Context: an optimization exercise on an open-source flow, tuned for small area, a short achievable clock period and few clock cycles per item. The choices shown serve that exercise and are no tape-out recipe. In this exercise RTL edits were held to simulation tests only and were not proved equivalent to the original.

==> job 143: inputs <==
// running_standard_deviation_top
module running_standard_deviation_top (
  input  logic        clk,
  input  logic        rst_n,
  input  logic        in_valid,
  output logic        in_ready,
  input  logic [15:0] in_sample,
  output logic        out_valid,
  input  logic        out_ready,
  output logic signed [23:0] out_mean_q8,
  output logic [23:0] out_std_q8,
  output logic [16:0] out_sample_count,
  output logic        out_saturated
);
==> flow/config.mk <==
export PLATFORM = sky130hd
export DESIGN_NAME = running_standard_deviation_top
export DESIGN_NICKNAME = running_standard_deviation_top
export VERILOG_FILES = /design/flow/design.v
export SDC_FILE = /design/flow/constraint.sdc
export NUM_CORES = 4
export LEC_CHECK = 0
export ABC_AREA = 1
export CAP_MARGIN = 20
export CORE_MARGIN = 2
export CORE_UTILIZATION = 45
export CTS_BUF_LIST = sky130_fd_sc_hd__clkbuf_8
export SETUP_SLACK_MARGIN = 5
export SLEW_MARGIN = 20
export TNS_END_PERCENT = 5
==> flow/constraint.sdc <==
create_clock -name core_clock -period 11.0 [get_ports {clk}]
set_input_delay 2.2000 -clock core_clock [delete_from_list [all_inputs] [get_ports {clk}]]
set_output_delay 2.2000 -clock core_clock [all_outputs]
set_load 0.01 [all_outputs]
run.sh (not shown) runs the stock make flow with config.mk's settings and CLKGATE_MAP_FILE= SYNTH_SCRIPT=/design/flow/synth_recipe.tcl, a recipe that flattens the netlist after the stock synthesis.
==> inputs of job 3026, as changes to job 143 <==
- ABC_AREA: 1 -> default
==> inputs of job 5583, as changes to job 143 <==
- ABC_AREA: 1 -> default
- CAP_MARGIN: 20 -> 10
- CORE_UTILIZATION: 45 -> 55
- PLACE_DENSITY: default -> 0.68
- SLEW_MARGIN: 20 -> 10
- TNS_END_PERCENT: 5 -> 0
==> notes <==
- The lowest via count belongs to job 3026, the highest to job 143.
- Sequential share of layout area: job 143 < job 3026 < job 5583.
- Of job 3026 and job 143, job 143 has the higher synthesized area (gap about 5%, measured against job 143).
- In synthesized cell count, job 5583 and job 3026 do not differ.
==> figures <==
Run status: job 5583 complete, no violations; job 3026 complete, no violations; job 143 complete, no violations
Yosys cell types: job 5583 110; job 3026 110; job 143 76
Setup Slack @ Placement: job 5583 2.48 ns; job 3026 2.42 ns; job 143 3.69 ns
Largest net degree at the start of global routing: job 5583 196; job 3026 183; job 143 189
Total length of routed met3 wires: job 5583 22.5 mm; job 3026 19.3 mm; job 143 32.4 mm
Critical path capture point: job 5583 b15_rem[18]$_DFFE_PP_; job 3026 b17_rem[25]$_DFFE_PP_; job 143 in_ready
Share of the cycle needed by the critical path after routing: job 5583 60.1%; job 3026 58.7%; job 143 56.2%
Largest fanout on the critical path: job 5583 16; job 3026 6; job 143 32
H-tree depth: job 5583 5; job 3026 6; job 143 6
Average via count per standard cell: job 5583 5.68; job 3026 5.37; job 143 5.32
Non-clock buffers: job 5583 546; job 3026 709; job 143 222
Layout Cell Area excl Fill: job 5583 238000 sq um; job 3026 242000 sq um; job 143 246000 sq um
Detailed-route wire length on metal 1: job 5583 222 mm; job 3026 235 mm; job 143 286 mm
Startpoint type of the worst setup path: job 5583 flip-flop; job 3026 flip-flop; job 143 input port
Testbench counts of job 143, summed over its fixed seeds: cycles 2,248, items 2,048.
Testbench counts of job 3026, summed over its fixed seeds: cycles 2,248, items 2,048.
Testbench counts of job 5583, summed over its fixed seeds: cycles 2,248, items 2,048.

========
==> inputs of umber <==
running_standard_deviation_top, a different RTL version from the one above (not shown whole).
Settings: LEC_CHECK=0, CAP_MARGIN=20, CORE_MARGIN=2, CORE_UTILIZATION=40, SETUP_SLACK_MARGIN=5, SLEW_MARGIN=20; clock period 11.0 ns.
==> amber (differences from umber) <==
--- a/flow/design.v
+++ b/flow/design.v
@@ -9,140 +9,126 @@
   output logic signed [23:0] out_mean_q8,
   output logic [23:0] out_std_q8,
   output logic [16:0] out_sample_count,
   output logic        out_saturated
 );
-  logic adv_r;
   logic adv;
-  assign adv = adv_r;
-  assign in_ready = adv_r;
+  assign in_ready = adv;
   logic        v0;
   logic [15:0] x0;
   always_ff @(posedge clk) begin
     if (!rst_n) v0 <= 1'b0;
     else if (adv) v0 <= in_valid;
     if (adv) x0 <= in_sample;
   end
-  logic        v1;
+  logic        v1, a1;
   logic [15:0] x1;
-  logic [30:0] xsq1;
-  logic signed [31:0] xsq0;
-  logic signed [15:0] xs0;
-  assign xs0 = x0;
-  assign xsq0 = xs0 * xs0;
-  always_ff @(posedge clk) begin
-    if (!rst_n) v1 <= 1'b0;
-    else if (adv) v1 <= v0;
-    if (adv) begin
-      x1   <= x0;
-      xsq1 <= xsq0[30:0];
-    end
-  end
-  logic        v2, a2;
-  logic [15:0] x2;
   logic [16:0] n_r;
   logic signed [32:0] s_r;
-  logic [46:0] q_r;
-  logic        can1;
-  assign can1 = !n_r[16];
+  logic        can0;
+  assign can0 = !n_r[16];
   always_ff @(posedge clk) begin
     if (!rst_n) begin
-      v2  <= 1'b0;
+      v1  <= 1'b0;
       n_r <= '0;
       s_r <= '0;
-      q_r <= '0;
     end else if (adv) begin
-      v2 <= v1;
-      if (v1 && can1) begin
+      v1 <= v0;
+      if (v0 && can0) begin
         n_r <= n_r + 17'd1;
-        s_r <= s_r + {{17{x1[15]}}, x1};
-        q_r <= q_r + {16'd0, xsq1};
+        s_r <= s_r + {{17{x0[15]}}, x0};
       end
     end
     if (adv) begin
-      x2 <= x1;
-      a2 <= v1 && can1;
+      x1 <= x0;
+      a1 <= v0 && can0;
+    end
+  end
+  logic        v2, a2;
+  logic [15:0] x2;
+  logic signed [34:0] ea2, ea1;
+  logic signed [24:0] eb2, eb1;
+  logic signed [17:0] ns1;
+  logic signed [8:0]  xl1;
+  logic signed [7:0]  xh1;
+  logic signed [34:0] s2x1;
+  assign ns1 = {1'b0, n_r};
+  assign xl1 = {1'b0, x1[7:0]};
+  assign xh1 = x1[15:8];
+  assign s2x1 = {s_r[32], s_r, 1'b0};
+  assign ea1 = ns1 * xl1 - s2x1;
+  assign eb1 = ns1 * xh1;
+  always_ff @(posedge clk) begin
+    if (!rst_n) v2 <= 1'b0;
+    else if (adv) v2 <= v1;
+    if (adv) begin
+      a2  <= a1;
+      x2  <= x1;
+      ea2 <= ea1;
+      eb2 <= eb1;
     end
   end
   logic        v3, a3;
   logic [15:0] x3;
-  logic [46:0] q3;
-  logic signed [34:0] ea3, ea2;
-  logic signed [24:0] eb3, eb2;
-  logic signed [17:0] ns2;
-  logic signed [8:0]  xl2;
-  logic signed [7:0]  xh2;
-  logic signed [34:0] s2x2;
-  assign ns2 = {1'b0, n_r};
-  assign xl2 = {1'b0, x2[7:0]};
-  assign xh2 = x2[15:8];
-  assign s2x2 = {s_r[32], s_r, 1'b0};
-  assign ea2 = ns2 * xl2 - s2x2;
-  assign eb2 = ns2 * xh2;
+  logic signed [34:0] e3, e2;
+  assign e2 = {{2{eb2[24]}}, eb2, 8'd0} + ea2;
   always_ff @(posedge clk) begin
     if (!rst_n) v3 <= 1'b0;
     else if (adv) v3 <= v2;
     if (adv) begin
-      a3  <= a2;
-      x3  <= x2;
-      q3  <= q_r;
-      ea3 <= ea2;
-      eb3 <= eb2;
+      a3 <= a2;
+      x3 <= x2;
+      e3 <= e2;
     end
   end
   logic        v4, a4;
   logic [15:0] x4;
-  logic [46:0] q4;
-  logic signed [34:0] e4, e3;
-  assign e3 = {{2{eb3[24]}}, eb3, 8'd0} + ea3;
+  logic [30:0] xsq4;
+  logic signed [43:0] pa4, pa3, pb4, pb3;
+  logic signed [8:0]  xl3;
+  logic signed [7:0]  xh3;
+  logic signed [15:0] xs3;
+  logic signed [31:0] xsq3;
+  assign xl3 = {1'b0, x3[7:0]};
+  assign xh3 = x3[15:8];
+  assign xs3 = x3;
+  assign pa3 = xl3 * e3;
+  assign pb3 = xh3 * e3;
+  assign xsq3 = xs3 * xs3;
   always_ff @(posedge clk) begin
     if (!rst_n) v4 <= 1'b0;
     else if (adv) v4 <= v3;
     if (adv) begin
-      a4 <= a3;
-      x4 <= x3;
-      q4 <= q3;
-      e4 <= e3;
+      a4   <= a3;
+      x4   <= x3;
+      pa4  <= pa3;
+      pb4  <= pb3;
+      xsq4 <= xsq3[30:0];
     end
   end
-  logic        v5, a5;
+  logic        v5;
   logic [15:0] x5;
-  logic [46:0] q5;
-  logic signed [43:0] pa5, pa4, pb5, pb4;
-  logic signed [8:0]  xl4;
-  logic signed [7:0]  xh4;
-  assign xl4 = {1'b0, x4[7:0]};
-  assign xh4 = x4[15:8];
-  assign pa4 = xl4 * e4;
-  assign pb4 = xh4 * e4;
-  always_ff @(posedge clk) begin
-    if (!rst_n) v5 <= 1'b0;
-    else if (adv) v5 <= v4;
-    if (adv) begin
-      a5  <= a4;
-      x5  <= x4;
-      q5  <= q4;
-      pa5 <= pa4;
-      pb5 <= pb4;
-    end
-  end
-  logic        v6;
-  logic [15:0] x6;
+  logic [46:0] q_r;
   logic [61:0] m_r;
-  logic [61:0] dq5, dpa5, dpb5;
-  assign dq5  = a5 ? {15'd0, q5} : 62'd0;
-  assign dpa5 = a5 ? {{18{pa5[43]}}, pa5} : 62'd0;
-  assign dpb5 = a5 ? {{10{pb5[43]}}, pb5, 8'd0} : 62'd0;
+  logic [61:0] dq4, dsq4, dpa4, dpb4;
+  assign dq4  = {15'd0, q_r};
+  assign dsq4 = {31'd0, xsq4};
+  assign dpa4 = {{18{pa4[43]}}, pa4};
+  assign dpb4 = {{10{pb4[43]}}, pb4, 8'd0};
   always_ff @(posedge clk) begin
     if (!rst_n) begin
-      v6  <= 1'b0;
+      v5  <= 1'b0;
+      q_r <= '0;
       m_r <= '0;
     end else if (adv) begin
-      v6 <= v5;
-      if (v5) m_r <= m_r + dq5 + dpa5 + dpb5;
+      v5 <= v4;
+      if (v4 && a4) begin
+        q_r <= q_r + {16'd0, xsq4};
+        m_r <= m_r + dq4 + dsq4 + dpa4 + dpb4;
+      end
     end
-    if (adv) x6 <= x5;
+    if (adv) x5 <= x4;
   end
   logic [0:0] b1_rem_0;
   assign b1_rem_0 = 1'b0;
   logic [2:0] b1_cur_0;
   logic [3:0] b1_dif_0;
@@ -179,16 +165,16 @@
   logic [2:0] b1_root;
   logic [55:0] b1_m;
   logic [15:0] b1_x;
   always_ff @(posedge clk) begin
     if (!rst_n) b1_v <= 1'b0;
-    else if (adv) b1_v <= v6;
+    else if (adv) b1_v <= v5;
     if (adv) begin
       b1_rem <= b1_rem_3;
       b1_root <= b1_root_3;
       b1_m <= m_r[55:0];
-      b1_x <= x6;
+      b1_x <= x5;
     end
   end
   logic [3:0] b2_rem_0;
   logic [2:0] b2_root_0;
   assign b2_rem_0 = b1_rem;
@@ -1450,52 +1436,23 @@
   assign res_std = {b19_sq, b20_sg_0, b20_sg_1};
   assign res_mean = {b19_mq, b20_mg_0, b20_mg_1} ^ {24{b19_sg}};
   assign res_n = b19_n;
   logic res_v;
   assign res_v = b19_v;
-  logic        o_v, k_v;
-  logic [23:0] o_mean, o_std, k_mean, k_std;
-  logic [16:0] o_n, k_n;
-  logic        o_free, in_res;
+  logic        o_v;
+  logic [23:0] o_mean, o_std;
+  logic [16:0] o_n;
+  logic        o_free;
   assign o_free = !o_v || out_ready;
-  assign in_res = adv && res_v;
+  assign adv = o_free || !res_v;
   always_ff @(posedge clk) begin
-    if (!rst_n) begin
-      o_v   <= 1'b0;
-      k_v   <= 1'b0;
-      adv_r <= 1'b1;
-    end else begin
-      if (k_v) begin
-        if (o_free) begin
-          o_v   <= 1'b1;
-          k_v   <= 1'b0;
-          adv_r <= 1'b1;
-        end
-      end else if (in_res) begin
-        if (o_free) o_v <= 1'b1;
-        else begin
-          k_v   <= 1'b1;
-          adv_r <= 1'b0;
-        end
-      end else if (o_free) o_v <= 1'b0;
-    end
-    if (k_v) begin
-      if (o_free) begin
-        o_mean <= k_mean;
-        o_std  <= k_std;
-        o_n    <= k_n;
-      end
-    end else if (in_res) begin
-      if (o_free) begin
-        o_mean <= res_mean;
-        o_std  <= res_std;
-        o_n    <= res_n;
-      end else begin
-        k_mean <= res_mean;
-        k_std  <= res_std;
-        k_n    <= res_n;
-      end
+    if (!rst_n) o_v <= 1'b0;
+    else if (o_free) o_v <= res_v;
+    if (o_free && res_v) begin
+      o_mean <= res_mean;
+      o_std  <= res_std;
+      o_n    <= res_n;
     end
   end
   assign out_valid        = o_v;
   assign out_mean_q8      = o_mean;
   assign out_std_q8       = o_std;
SETUP_SLACK_MARGIN = not set   (was 5)
==> comparison table <==
|  | umber | amber |
|---|---|---|
| Run status | finished clean | finished clean |
| Inverter count of the layout excluding clock inverters | 2,308 | 2,241 |
| Crit path max fanout | 8 | 36 |
| GRT Overall Usage | 0.190 | 0.179 |
| Post_cts resized | 1,265 | 0 |
| Core area | 557,000 µm² | 536,000 µm² |
| Critical-path top delay cell | sky130_fd_sc_hd__edfxtp_1 | sky130_fd_sc_hd__a21oi_4 |
| Clock sink count | 3,009 | 2,784 |
| Post-detailed-route wirelength per cell | 18.5 µm | 17.5 µm |
| Met3 capacity usage during global routing | 0.0171 | 0.0162 |
| Antenna diode instance count | 7 | 1 |
| Yosys cell types | 117 | 108 |
| Largest net degree at the start of global routing | 198 | 169 |
| Top routing layer in use | met5 | met4 |
| Wire length on met2 | 277,000 µm | 241,000 µm |
| Xor-xnor portion of the synthesized cell area | 0.0582 | 0.0632 |
| Yosys reg bits | 3,009 | 2,784 |
| Seq cells | 3,009 | 2,784 |
| Layout Utilization | 0.472 | 0.440 |
| Worst setup timing slack at the placement stage | 2960 ps | 1960 ps |
Testbench counts of umber, summed over its fixed seeds: cycles 2,264, items 2,048.
Testbench counts of amber, summed over its fixed seeds: cycles 2,256, items 2,048.

-- port drivers added, routing unchanged --
No port has a modelled driver above. Below, the same layouts with a new extraction and two added sets of constraints.
Step 1 assumes that a clkbuf_16 drives the clock port and a buf_2 every other input.
Step 2, shift: input delay + t, output delay - t, t = (earliest + latest rising clock arrival at the registers) / 2. This alone moves slack from input paths to output paths.
a / b / c = no drivers / after step 1 / after step 2; a / b = the first two.
| run | t (ns) | setup slack, ns | worst hold slack (ns) | worst setup path at the end | worst data-port slew with drivers (ns) |
|---|---|---|---|---|---|
| job 143 | 1.344 | 4.813 / 4.790 / 4.666 | 0.387 / 0.387 / 0.387 | input to register | 0.07 |
| job 3026 | 1.309 | 4.543 / 4.543 / 3.957 | 0.354 / 0.354 / 0.354 | input to register | 0.03 |
| job 5583 | 1.277 | 4.389 / 4.389 / 3.925 | 0.309 / 0.309 / 0.309 | input to register | 0.12 |
| umber | 1.073 | 4.236 / 4.236 / 4.236 | 0.358 / 0.358 / 0.358 | register to register | 0.18 |
| amber | 1.062 | 2.164 / 2.164 / 2.164 | 0.381 / 0.381 / 0.381 | register to register | 0.10 |
After both steps every run listed still meets setup and hold. The setup slack of job 3026, which loses most, moves by 0.000 ns with the drivers and by -0.586 ns with both steps.
